From an optimization exercise on the open Yosys and OpenROAD flow, aimed at small area, a short achievable clock period and few clock cycles per item; shortcuts taken in it are not production practice. Where RTL was checked, it was by simulation tests only, not by an equivalence proof against the original. Power figures rest on the tool's default switching activity, not on a simulated workload.

==> build 36: inputs <==
==> flow/design.v (excerpt) <==
module softmax_normalizer (
    input  logic        aclk,
    input  logic        aresetn,
    input  logic        s_tvalid,
    output logic        s_tready,
    input  logic [15:0] s_tdata,    
    input  logic        s_tlast,    
    output logic        m_tvalid,
    input  logic        m_tready,
    output logic [15:0] m_tdata,    
    output logic        m_tlast,    
    output logic        m_tuser     
);
    localparam int D1 = 4;    
    localparam int P1 = $clog2(D1);
    localparam int D2 = 3;    
    localparam int P2 = $clog2(D2 + 1);
    localparam logic [15:0] DIV_MASK = 16'hFFFE;   
    logic        rdy_q;
    logic [6:0]  cin_q;         
    logic [15:0] x_q;
    logic        st_q, dr_q, cl_q;
    logic [6:0]  occa_q;        
    logic [P1:0] q1res_q;       
    logic        acc;
    logic        st_in;
    logic        rd_a;          
    logic        pop1;          
    assign acc   = s_tvalid && rdy_q;
    assign st_in = acc && !cin_q[6];
    logic [6:0]  occa_b, occa_n;
    logic [P1:0] q1res_b, q1res_n;
    logic [6:0]  cin_n;
    logic        occa_ok0, occa_ok1, q1_ok0, q1_ok1, cin_sat1, rdy_n;
    assign occa_b   = occa_q - 7'(rd_a);
    assign q1res_b  = q1res_q - (P1+1)'(pop1);
    assign occa_n   = occa_b + 7'(st_in);
    assign q1res_n  = q1res_b + (P1+1)'(acc && s_tlast);
    assign cin_n    = !acc ? cin_q : (s_tlast ? 7'd0 : (cin_q[6] ? cin_q : cin_q + 7'd1));
  ...
==> flow/config.mk <==
export PLATFORM = sky130hd
export DESIGN_NAME = softmax_normalizer
export DESIGN_NICKNAME = softmax_normalizer
export VERILOG_FILES = /design/flow/design.v
export SDC_FILE = /design/flow/constraint.sdc
export NUM_CORES = 4
export LEC_CHECK = 0
export CAP_MARGIN = 20
export CORE_MARGIN = 2
export CORE_UTILIZATION = 40
export SLEW_MARGIN = 20
==> flow/constraint.sdc <==
create_clock -name core_clock -period 11.0 [get_ports {aclk}]
set_input_delay 2.2000 -clock core_clock [delete_from_list [all_inputs] [get_ports {aclk}]]
set_output_delay 2.2000 -clock core_clock [all_outputs]
set_load 0.01 [all_outputs]
run.sh (not shown) runs the stock make flow with config.mk's settings and CLKGATE_MAP_FILE= SYNTH_SCRIPT=/design/flow/synth_recipe.tcl, a recipe that flattens the netlist after the stock synthesis.
==> build 51: changes against build 36 <==
--- a/flow/design.v
+++ b/flow/design.v
@@ -47,55 +47,61 @@
     output logic        out_v,
     output logic [15:0] out_q,
     output logic        out_last,
     output logic        out_ovf
 );
-    logic [22:0] r_c   [17];
+    logic [23:0] p_c   [17];
     logic [22:0] s_c   [17];
     logic [15:0] q_c   [17];
     logic        v_c   [17];
     logic        lst_c [17];
     logic        ovf_c [17];
-    assign r_c[0]   = 23'(in_e);
+    assign p_c[0]   = 24'(in_e);
     assign s_c[0]   = in_s;
     assign q_c[0]   = '0;
     assign v_c[0]   = in_v;
     assign lst_c[0] = in_last;
     assign ovf_c[0] = in_ovf;
     for (genvar i = 0; i < 16; i++) begin : g_step
-        logic [22:0] r_i, s_i;
+        logic [23:0] p_i;
+        logic [22:0] s_i;
         logic [15:0] q_i;
         logic        v_i, lst_i, ovf_i;
         if (i > 0 && REG_MASK[i]) begin : g_reg
-            logic [22:0] r_q, s_q;
+            logic [23:0] p_q;
+            logic [22:0] s_q;
             logic [i-1:0] q_q;
             logic        v_q, lst_q, ovf_q;
             always_ff @(posedge aclk) begin
                 if (!aresetn) begin
                     v_q <= 1'b0;
                 end else if (adv) begin
                     v_q <= v_c[i];
                 end
                 if (adv) begin
-                    r_q   <= r_c[i];
+                    p_q   <= p_c[i];
                     s_q   <= s_c[i];
                     q_q   <= q_c[i][i-1:0];
                     lst_q <= lst_c[i];
                     ovf_q <= ovf_c[i];
                 end
             end
-            assign r_i = r_q;   assign s_i = s_q;   assign q_i = 16'(q_q);
+            assign p_i = p_q;   assign s_i = s_q;   assign q_i = 16'(q_q);
             assign v_i = v_q;   assign lst_i = lst_q; assign ovf_i = ovf_q;
         end else begin : g_wire
-            assign r_i = r_c[i];   assign s_i = s_c[i];   assign q_i = q_c[i];
+            assign p_i = p_c[i];   assign s_i = s_c[i];   assign q_i = q_c[i];
             assign v_i = v_c[i];   assign lst_i = lst_c[i]; assign ovf_i = ovf_c[i];
         end
-        logic [23:0] d_i;
-        assign d_i = {r_i, 1'b0} - {1'b0, s_i};
-        assign r_c[i+1]   = d_i[23] ? {r_i[21:0], 1'b0} : d_i[22:0];
+        logic        sub_i;
+        logic [25:0] a_i, b_i, y_i;
+        assign sub_i = !p_i[23];
+        assign a_i   = {p_i, 1'b0, 1'b1};
+        assign b_i   = {{2'b00, s_i} ^ {25{sub_i}}, sub_i};
+        assign y_i   = a_i + b_i;
+        assign p_c[i+1]   = y_i[24:1];
         assign s_c[i+1]   = s_i;
-        assign q_c[i+1]   = {q_i[14:0], ~d_i[23]};
+        assign q_c[i+1]   = {q_i[14:0], !y_i[24]};
         assign v_c[i+1]   = v_i;
         assign lst_c[i+1] = lst_i;
         assign ovf_c[i+1] = ovf_i;
     end
     assign out_v    = v_c[16];
@@ -114,13 +120,13 @@
     input  logic        m_tready,
     output logic [15:0] m_tdata,    
     output logic        m_tlast,    
     output logic        m_tuser     
 );
-    localparam int D1 = 4;    
+    localparam int D1 = 5;    
     localparam int P1 = $clog2(D1);
-    localparam int D2 = 3;    
+    localparam int D2 = 4;    
     localparam int P2 = $clog2(D2 + 1);
     localparam logic [15:0] DIV_MASK = 16'hFFFE;   
     logic        rdy_q;
     logic [6:0]  cin_q;         
     logic [15:0] x_q;
@@ -229,30 +235,47 @@
     logic [6:0]  occb_q;        
     logic [P2-1:0] q2res_q;     
     logic        rd_b;          
     logic        s_last;
     logic        s_ok;
-    assign s_last = (sidx_q == q1nm1[q1rp_q]);
+    logic          slast_q;
+    logic [5:0]    sidx_n;
+    logic [P1-1:0] q1rp_n;
+    logic [5:0]    hnm1_n;
+    assign s_last = slast_q;
+    assign sidx_n = !s_ok ? sidx_q : (s_last ? 6'd0 : sidx_q + 6'd1);
+    assign q1rp_n = !(s_ok && s_last) ? q1rp_q : ((q1rp_q == P1'(D1 - 1)) ? '0 : q1rp_q + 1'b1);
+    assign hnm1_n = (cl_q && (q1wp_q == q1rp_n)) ? 6'(ln_n - 7'd1) : q1nm1[q1rp_n];
+    always_ff @(posedge aclk) begin
+        slast_q <= sidx_n == hnm1_n;
+    end
     assign s_ok   = (q1cnt_q != '0) && !occb_q[6] && (!s_last || (q2res_q != P2'(D2)));
     assign rd_a   = s_ok;
     assign pop1   = s_ok && s_last;
     logic [15:0] sx_q, smx_q;
     logic        s1v_q, s1l_q, s1o_q;
     logic [5:0]  s1n_q;
     logic [15:0] g_q;
     logic        s2v_q, s2l_q, s2o_q;
     logic [5:0]  s2n_q;
-    logic [8:0]  s3c_q;
+    logic [14:0] ga_q;          
+    logic [17:0] gb_q;          
+    logic        gs_q;          
     logic        s3v_q, s3l_q, s3o_q;
     logic [5:0]  s3n_q;
     logic [8:0]  s4c_q;
-    logic [16:0] s4e_q;
     logic        s4v_q, s4l_q, s4o_q;
     logic [5:0]  s4n_q;
+    logic [8:0]  s5c_q;
+    logic [16:0] s5e_q;
+    logic        s5v_q, s5l_q, s5o_q;
+    logic [5:0]  s5n_q;
     logic [22:0] sacc_q;
     logic [22:0] ssum;
-    assign ssum = sacc_q + 23'(s4e_q);
+    logic [20:0] gp;
+    assign ssum = sacc_q + 23'(s5e_q);
+    assign gp   = {ga_q, 6'd0} + 21'(gb_q);
     always_ff @(posedge aclk) begin
         if (s_ok) begin
             sx_q  <= mema[rpa_q];
             smx_q <= q1max[q1rp_q];
             s1l_q <= s_last;
@@ -261,28 +284,35 @@
         end
         g_q   <= smx_q - sx_q;
         s2l_q <= s1l_q;
         s2n_q <= s1n_q;
         s2o_q <= s1o_q;
-        s3c_q <= smx_pkg::exp_code(g_q);
+        ga_q  <= {1'b0, g_q[11:0], 2'b00} + 15'(g_q[11:0]);
+        gb_q  <= {14'(g_q[11:0]) + {1'b0, g_q[11:0], 1'b0}, 4'd0} + 18'(g_q[11:0]) + 18'd128;
+        gs_q  <= g_q[15:12] != 4'd0;
         s3l_q <= s2l_q;
         s3n_q <= s2n_q;
         s3o_q <= s2o_q;
-        s4c_q <= s3c_q;
-        s4e_q <= smx_pkg::exp_dec(s3c_q);
+        s4c_q <= gs_q ? 9'h1FF : gp[20:12];
         s4l_q <= s3l_q;
         s4n_q <= s3n_q;
         s4o_q <= s3o_q;
+        s5c_q <= s4c_q;
+        s5e_q <= smx_pkg::exp_dec(s4c_q);
+        s5l_q <= s4l_q;
+        s5n_q <= s4n_q;
+        s5o_q <= s4o_q;
         if (!aresetn) begin
             q1cnt_q <= '0;
             q1rp_q  <= '0;
             rpa_q   <= '0;
             sidx_q  <= '0;
             s1v_q   <= 1'b0;
             s2v_q   <= 1'b0;
             s3v_q   <= 1'b0;
             s4v_q   <= 1'b0;
+            s5v_q   <= 1'b0;
             sacc_q  <= '0;
         end else begin
             q1cnt_q <= q1cnt_q + (P1+1)'(cl_q) - (P1+1)'(pop1);
             if (s_ok) begin
                 rpa_q  <= rpa_q + 6'd1;
@@ -293,12 +323,13 @@
             end
             s1v_q <= s_ok;
             s2v_q <= s1v_q;
             s3v_q <= s2v_q;
             s4v_q <= s3v_q;
-            if (s4v_q) begin
-                sacc_q <= s4l_q ? 23'd0 : ssum;
+            s5v_q <= s4v_q;
+            if (s5v_q) begin
+                sacc_q <= s5l_q ? 23'd0 : ssum;
             end
         end
     end
     logic [8:0]  memb [64];
     logic [5:0]  wpb_q;
@@ -306,27 +337,27 @@
     logic [5:0]  q2nm1 [D2];
     logic        q2ovf [D2];
     logic [P2-1:0] q2wp_q, q2rp_q;
     logic        push2;
     logic        rel2;          
-    assign push2 = s4v_q && s4l_q;
+    assign push2 = s5v_q && s5l_q;
     always_ff @(posedge aclk) begin
-        if (s4v_q) begin
-            memb[wpb_q] <= s4c_q;
+        if (s5v_q) begin
+            memb[wpb_q] <= s5c_q;
         end
         if (push2) begin
             q2s[q2wp_q]   <= ssum;
-            q2nm1[q2wp_q] <= s4n_q;
-            q2ovf[q2wp_q] <= s4o_q;
+            q2nm1[q2wp_q] <= s5n_q;
+            q2ovf[q2wp_q] <= s5o_q;
         end
         if (!aresetn) begin
             wpb_q   <= '0;
             q2wp_q  <= '0;
             occb_q  <= '0;
             q2res_q <= '0;
         end else begin
-            if (s4v_q) begin
+            if (s5v_q) begin
                 wpb_q <= wpb_q + 6'd1;
             end
             if (push2) begin
                 q2wp_q <= (q2wp_q == P2'(D2 - 1)) ? '0 : q2wp_q + 1'b1;
             end
==> flow/flow/run.sh (new file) <==
#!/bin/bash
# Layout flow: the standard flow (standard.sh), with the standard synthesis run
# unchanged. Changes to how the layout is made: the port buffers that placement
# inserts on every input and output are buf_4 cells; clock tree synthesis uses larger
# sink clusters and no dummy balancing loads; and the timing repair of the later steps
# aims below the clock period (a setup margin of REPAIR_MARGIN ns).
# Each step's output goes to a log of its own.
set -euo pipefail
REPAIR_MARGIN=7.6
bash standard.sh synth > synth.log 2>&1
bash standard.sh SETUP_SLACK_MARGIN=$REPAIR_MARGIN \
    "BUFFER_PORTS_ARGS=-buffer_cell sky130_fd_sc_hd__buf_4" \
    "CTS_ARGS=-sink_clustering_enable -repair_clock_nets -dont_use_dummy_load -sink_clustering_size 30 -sink_clustering_max_diameter 100" \
    finish > layout.log 2>&1
==> flow/standard.sh (new file) <==
#!/bin/bash
# synth_recipe.tcl (not shown) runs the flow's synth.tcl, then flattens the netlist and writes it again
# the make line also repeats each setting of config.mk as NAME=value (left out here)
make -C /OpenROAD-flow-scripts/flow DESIGN_CONFIG=/design/flow/config.mk WORK_HOME=/design/flow/orfs CLKGATE_MAP_FILE= SYNTH_SCRIPT=/design/flow/synth_recipe.tcl "${@:-finish}"
removed: flow/run.sh
==> build 1: changes against build 36 <==
--- a/flow/design.v
+++ b/flow/design.v
@@ -47,55 +47,61 @@
     output logic        out_v,
     output logic [15:0] out_q,
     output logic        out_last,
     output logic        out_ovf
 );
-    logic [22:0] r_c   [17];
+    logic [23:0] p_c   [17];
     logic [22:0] s_c   [17];
     logic [15:0] q_c   [17];
     logic        v_c   [17];
     logic        lst_c [17];
     logic        ovf_c [17];
-    assign r_c[0]   = 23'(in_e);
+    assign p_c[0]   = 24'(in_e);
     assign s_c[0]   = in_s;
     assign q_c[0]   = '0;
     assign v_c[0]   = in_v;
     assign lst_c[0] = in_last;
     assign ovf_c[0] = in_ovf;
     for (genvar i = 0; i < 16; i++) begin : g_step
-        logic [22:0] r_i, s_i;
+        logic [23:0] p_i;
+        logic [22:0] s_i;
         logic [15:0] q_i;
         logic        v_i, lst_i, ovf_i;
         if (i > 0 && REG_MASK[i]) begin : g_reg
-            logic [22:0] r_q, s_q;
+            logic [23:0] p_q;
+            logic [22:0] s_q;
             logic [i-1:0] q_q;
             logic        v_q, lst_q, ovf_q;
             always_ff @(posedge aclk) begin
                 if (!aresetn) begin
                     v_q <= 1'b0;
                 end else if (adv) begin
                     v_q <= v_c[i];
                 end
                 if (adv) begin
-                    r_q   <= r_c[i];
+                    p_q   <= p_c[i];
                     s_q   <= s_c[i];
                     q_q   <= q_c[i][i-1:0];
                     lst_q <= lst_c[i];
                     ovf_q <= ovf_c[i];
                 end
             end
-            assign r_i = r_q;   assign s_i = s_q;   assign q_i = 16'(q_q);
+            assign p_i = p_q;   assign s_i = s_q;   assign q_i = 16'(q_q);
             assign v_i = v_q;   assign lst_i = lst_q; assign ovf_i = ovf_q;
         end else begin : g_wire
-            assign r_i = r_c[i];   assign s_i = s_c[i];   assign q_i = q_c[i];
+            assign p_i = p_c[i];   assign s_i = s_c[i];   assign q_i = q_c[i];
             assign v_i = v_c[i];   assign lst_i = lst_c[i]; assign ovf_i = ovf_c[i];
         end
-        logic [23:0] d_i;
-        assign d_i = {r_i, 1'b0} - {1'b0, s_i};
-        assign r_c[i+1]   = d_i[23] ? {r_i[21:0], 1'b0} : d_i[22:0];
+        logic        sub_i;
+        logic [25:0] a_i, b_i, y_i;
+        assign sub_i = !p_i[23];
+        assign a_i   = {p_i, 1'b0, 1'b1};
+        assign b_i   = {{2'b00, s_i} ^ {25{sub_i}}, sub_i};
+        assign y_i   = a_i + b_i;
+        assign p_c[i+1]   = y_i[24:1];
         assign s_c[i+1]   = s_i;
-        assign q_c[i+1]   = {q_i[14:0], ~d_i[23]};
+        assign q_c[i+1]   = {q_i[14:0], !y_i[24]};
         assign v_c[i+1]   = v_i;
         assign lst_c[i+1] = lst_i;
         assign ovf_c[i+1] = ovf_i;
     end
     assign out_v    = v_c[16];
@@ -114,13 +120,13 @@
     input  logic        m_tready,
     output logic [15:0] m_tdata,    
     output logic        m_tlast,    
     output logic        m_tuser     
 );
-    localparam int D1 = 4;    
+    localparam int D1 = 5;    
     localparam int P1 = $clog2(D1);
-    localparam int D2 = 3;    
+    localparam int D2 = 4;    
     localparam int P2 = $clog2(D2 + 1);
     localparam logic [15:0] DIV_MASK = 16'hFFFE;   
     logic        rdy_q;
     logic [6:0]  cin_q;         
     logic [15:0] x_q;
@@ -229,30 +235,47 @@
     logic [6:0]  occb_q;        
     logic [P2-1:0] q2res_q;     
     logic        rd_b;          
     logic        s_last;
     logic        s_ok;
-    assign s_last = (sidx_q == q1nm1[q1rp_q]);
+    logic          slast_q;
+    logic [5:0]    sidx_n;
+    logic [P1-1:0] q1rp_n;
+    logic [5:0]    hnm1_n;
+    assign s_last = slast_q;
+    assign sidx_n = !s_ok ? sidx_q : (s_last ? 6'd0 : sidx_q + 6'd1);
+    assign q1rp_n = !(s_ok && s_last) ? q1rp_q : ((q1rp_q == P1'(D1 - 1)) ? '0 : q1rp_q + 1'b1);
+    assign hnm1_n = (cl_q && (q1wp_q == q1rp_n)) ? 6'(ln_n - 7'd1) : q1nm1[q1rp_n];
+    always_ff @(posedge aclk) begin
+        slast_q <= sidx_n == hnm1_n;
+    end
     assign s_ok   = (q1cnt_q != '0) && !occb_q[6] && (!s_last || (q2res_q != P2'(D2)));
     assign rd_a   = s_ok;
     assign pop1   = s_ok && s_last;
     logic [15:0] sx_q, smx_q;
     logic        s1v_q, s1l_q, s1o_q;
     logic [5:0]  s1n_q;
     logic [15:0] g_q;
     logic        s2v_q, s2l_q, s2o_q;
     logic [5:0]  s2n_q;
-    logic [8:0]  s3c_q;
+    logic [14:0] ga_q;          
+    logic [17:0] gb_q;          
+    logic        gs_q;          
     logic        s3v_q, s3l_q, s3o_q;
     logic [5:0]  s3n_q;
     logic [8:0]  s4c_q;
-    logic [16:0] s4e_q;
     logic        s4v_q, s4l_q, s4o_q;
     logic [5:0]  s4n_q;
+    logic [8:0]  s5c_q;
+    logic [16:0] s5e_q;
+    logic        s5v_q, s5l_q, s5o_q;
+    logic [5:0]  s5n_q;
     logic [22:0] sacc_q;
     logic [22:0] ssum;
-    assign ssum = sacc_q + 23'(s4e_q);
+    logic [20:0] gp;
+    assign ssum = sacc_q + 23'(s5e_q);
+    assign gp   = {ga_q, 6'd0} + 21'(gb_q);
     always_ff @(posedge aclk) begin
         if (s_ok) begin
             sx_q  <= mema[rpa_q];
             smx_q <= q1max[q1rp_q];
             s1l_q <= s_last;
@@ -261,28 +284,35 @@
         end
         g_q   <= smx_q - sx_q;
         s2l_q <= s1l_q;
         s2n_q <= s1n_q;
         s2o_q <= s1o_q;
-        s3c_q <= smx_pkg::exp_code(g_q);
+        ga_q  <= {1'b0, g_q[11:0], 2'b00} + 15'(g_q[11:0]);
+        gb_q  <= {14'(g_q[11:0]) + {1'b0, g_q[11:0], 1'b0}, 4'd0} + 18'(g_q[11:0]) + 18'd128;
+        gs_q  <= g_q[15:12] != 4'd0;
         s3l_q <= s2l_q;
         s3n_q <= s2n_q;
         s3o_q <= s2o_q;
-        s4c_q <= s3c_q;
-        s4e_q <= smx_pkg::exp_dec(s3c_q);
+        s4c_q <= gs_q ? 9'h1FF : gp[20:12];
         s4l_q <= s3l_q;
         s4n_q <= s3n_q;
         s4o_q <= s3o_q;
+        s5c_q <= s4c_q;
+        s5e_q <= smx_pkg::exp_dec(s4c_q);
+        s5l_q <= s4l_q;
+        s5n_q <= s4n_q;
+        s5o_q <= s4o_q;
         if (!aresetn) begin
             q1cnt_q <= '0;
             q1rp_q  <= '0;
             rpa_q   <= '0;
             sidx_q  <= '0;
             s1v_q   <= 1'b0;
             s2v_q   <= 1'b0;
             s3v_q   <= 1'b0;
             s4v_q   <= 1'b0;
+            s5v_q   <= 1'b0;
             sacc_q  <= '0;
         end else begin
             q1cnt_q <= q1cnt_q + (P1+1)'(cl_q) - (P1+1)'(pop1);
             if (s_ok) begin
                 rpa_q  <= rpa_q + 6'd1;
@@ -293,12 +323,13 @@
             end
             s1v_q <= s_ok;
             s2v_q <= s1v_q;
             s3v_q <= s2v_q;
             s4v_q <= s3v_q;
-            if (s4v_q) begin
-                sacc_q <= s4l_q ? 23'd0 : ssum;
+            s5v_q <= s4v_q;
+            if (s5v_q) begin
+                sacc_q <= s5l_q ? 23'd0 : ssum;
             end
         end
     end
     logic [8:0]  memb [64];
     logic [5:0]  wpb_q;
@@ -306,27 +337,27 @@
     logic [5:0]  q2nm1 [D2];
     logic        q2ovf [D2];
     logic [P2-1:0] q2wp_q, q2rp_q;
     logic        push2;
     logic        rel2;          
-    assign push2 = s4v_q && s4l_q;
+    assign push2 = s5v_q && s5l_q;
     always_ff @(posedge aclk) begin
-        if (s4v_q) begin
-            memb[wpb_q] <= s4c_q;
+        if (s5v_q) begin
+            memb[wpb_q] <= s5c_q;
         end
         if (push2) begin
             q2s[q2wp_q]   <= ssum;
-            q2nm1[q2wp_q] <= s4n_q;
-            q2ovf[q2wp_q] <= s4o_q;
+            q2nm1[q2wp_q] <= s5n_q;
+            q2ovf[q2wp_q] <= s5o_q;
         end
         if (!aresetn) begin
             wpb_q   <= '0;
             q2wp_q  <= '0;
             occb_q  <= '0;
             q2res_q <= '0;
         end else begin
-            if (s4v_q) begin
+            if (s5v_q) begin
                 wpb_q <= wpb_q + 6'd1;
             end
             if (push2) begin
                 q2wp_q <= (q2wp_q == P2'(D2 - 1)) ? '0 : q2wp_q + 1'b1;
             end
==> flow/flow/run.sh (new file) <==
#!/bin/bash
# Layout flow: the standard flow (standard.sh), with the standard synthesis run
# unchanged. Changes to how the layout is made: the port buffers that placement
# inserts on every input and output are buf_4 cells; clock tree synthesis uses larger
# sink clusters and no dummy balancing loads; and the timing repair of the later steps
# aims below the clock period (a setup margin of REPAIR_MARGIN ns).
# Each step's output goes to a log of its own.
set -euo pipefail
REPAIR_MARGIN=7.6
bash standard.sh synth > synth.log 2>&1
bash standard.sh SETUP_SLACK_MARGIN=$REPAIR_MARGIN \
    "BUFFER_PORTS_ARGS=-buffer_cell sky130_fd_sc_hd__buf_4" \
    "CTS_ARGS=-sink_clustering_enable -repair_clock_nets -dont_use_dummy_load -sink_clustering_size 30" \
    finish > layout.log 2>&1
==> flow/standard.sh (new file) <==
#!/bin/bash
# synth_recipe.tcl (not shown) runs the flow's synth.tcl, then flattens the netlist and writes it again
# the make line also repeats each setting of config.mk as NAME=value (left out here)
make -C /OpenROAD-flow-scripts/flow DESIGN_CONFIG=/design/flow/config.mk WORK_HOME=/design/flow/orfs CLKGATE_MAP_FILE= SYNTH_SCRIPT=/design/flow/synth_recipe.tcl "${@:-finish}"
removed: flow/run.sh
==> summary of the runs <==
- Between build 36 and build 51, the lower clock power is in build 51 (gap about 90%, measured against build 51).
- The lowest global-route usage belongs to build 51, the highest to build 36.
- Worst setup slack, lowest first: build 36, build 1, build 51.
- Register-to-register slack: build 51 is better than build 36 (2600 ps).
- First-iteration DRC count, highest first: build 51, build 36, build 1.
- The lowest clock skew belongs to build 36, the highest to build 1.
- In synthesized cell count, build 51 and build 36 hardly differ.
- The lowest fmax belongs to build 36, the highest to build 51.
- The highest power belongs to build 1, the lowest to build 36.
Testbench counts of build 51, summed over its fixed seeds: cycles 12,162, items 10,857.
Testbench counts of build 1, summed over its fixed seeds: cycles 12,162, items 10,857.
Function not checked in build 36: the RTL went through the layout flow alone.

[static timing again, ports no longer ideal]
The flow's constraints put no driver on any port. The routed layouts listed below were extracted and timed again, unchanged, in two steps.
Step 1 (the two cells are an assumption about what drives the block):
set clk [get_ports {aclk}]
set_driving_cell -lib_cell sky130_fd_sc_hd__clkbuf_16 $clk
set_driving_cell -lib_cell sky130_fd_sc_hd__buf_2 [delete_from_list [all_inputs] $clk]
Step 2, shift: input delay + t, output delay - t, t = (earliest + latest rising clock arrival at the registers) / 2. This alone moves slack from input paths to output paths.
Three values: ideal ports, drivers, drivers and shift; two values: the first two.
| run | t, ns | setup slack, ns | worst hold slack (ns) | worst setup path at the end | clock arrival spread, ns |
|---|---|---|---|---|---|
| build 36 | 1.000 | 5.005 / 5.005 / 5.005 | 0.328 / 0.328 / 0.328 | register to register | 0.105 / 0.105 |
| build 51 | 0.933 | 7.395 / 7.297 / 6.952 | 0.310 / 0.310 / 0.310 | input to register | 0.109 / 0.108 |
| build 1 | 0.972 | 7.374 / 7.281 / 6.851 | 0.284 / 0.284 / 0.284 | input to register | 0.124 / 0.124 |
After both steps setup and hold are still met in every run listed. The setup slack of build 1, which loses most, moves by -0.093 ns with the drivers and by -0.523 ns with both steps.
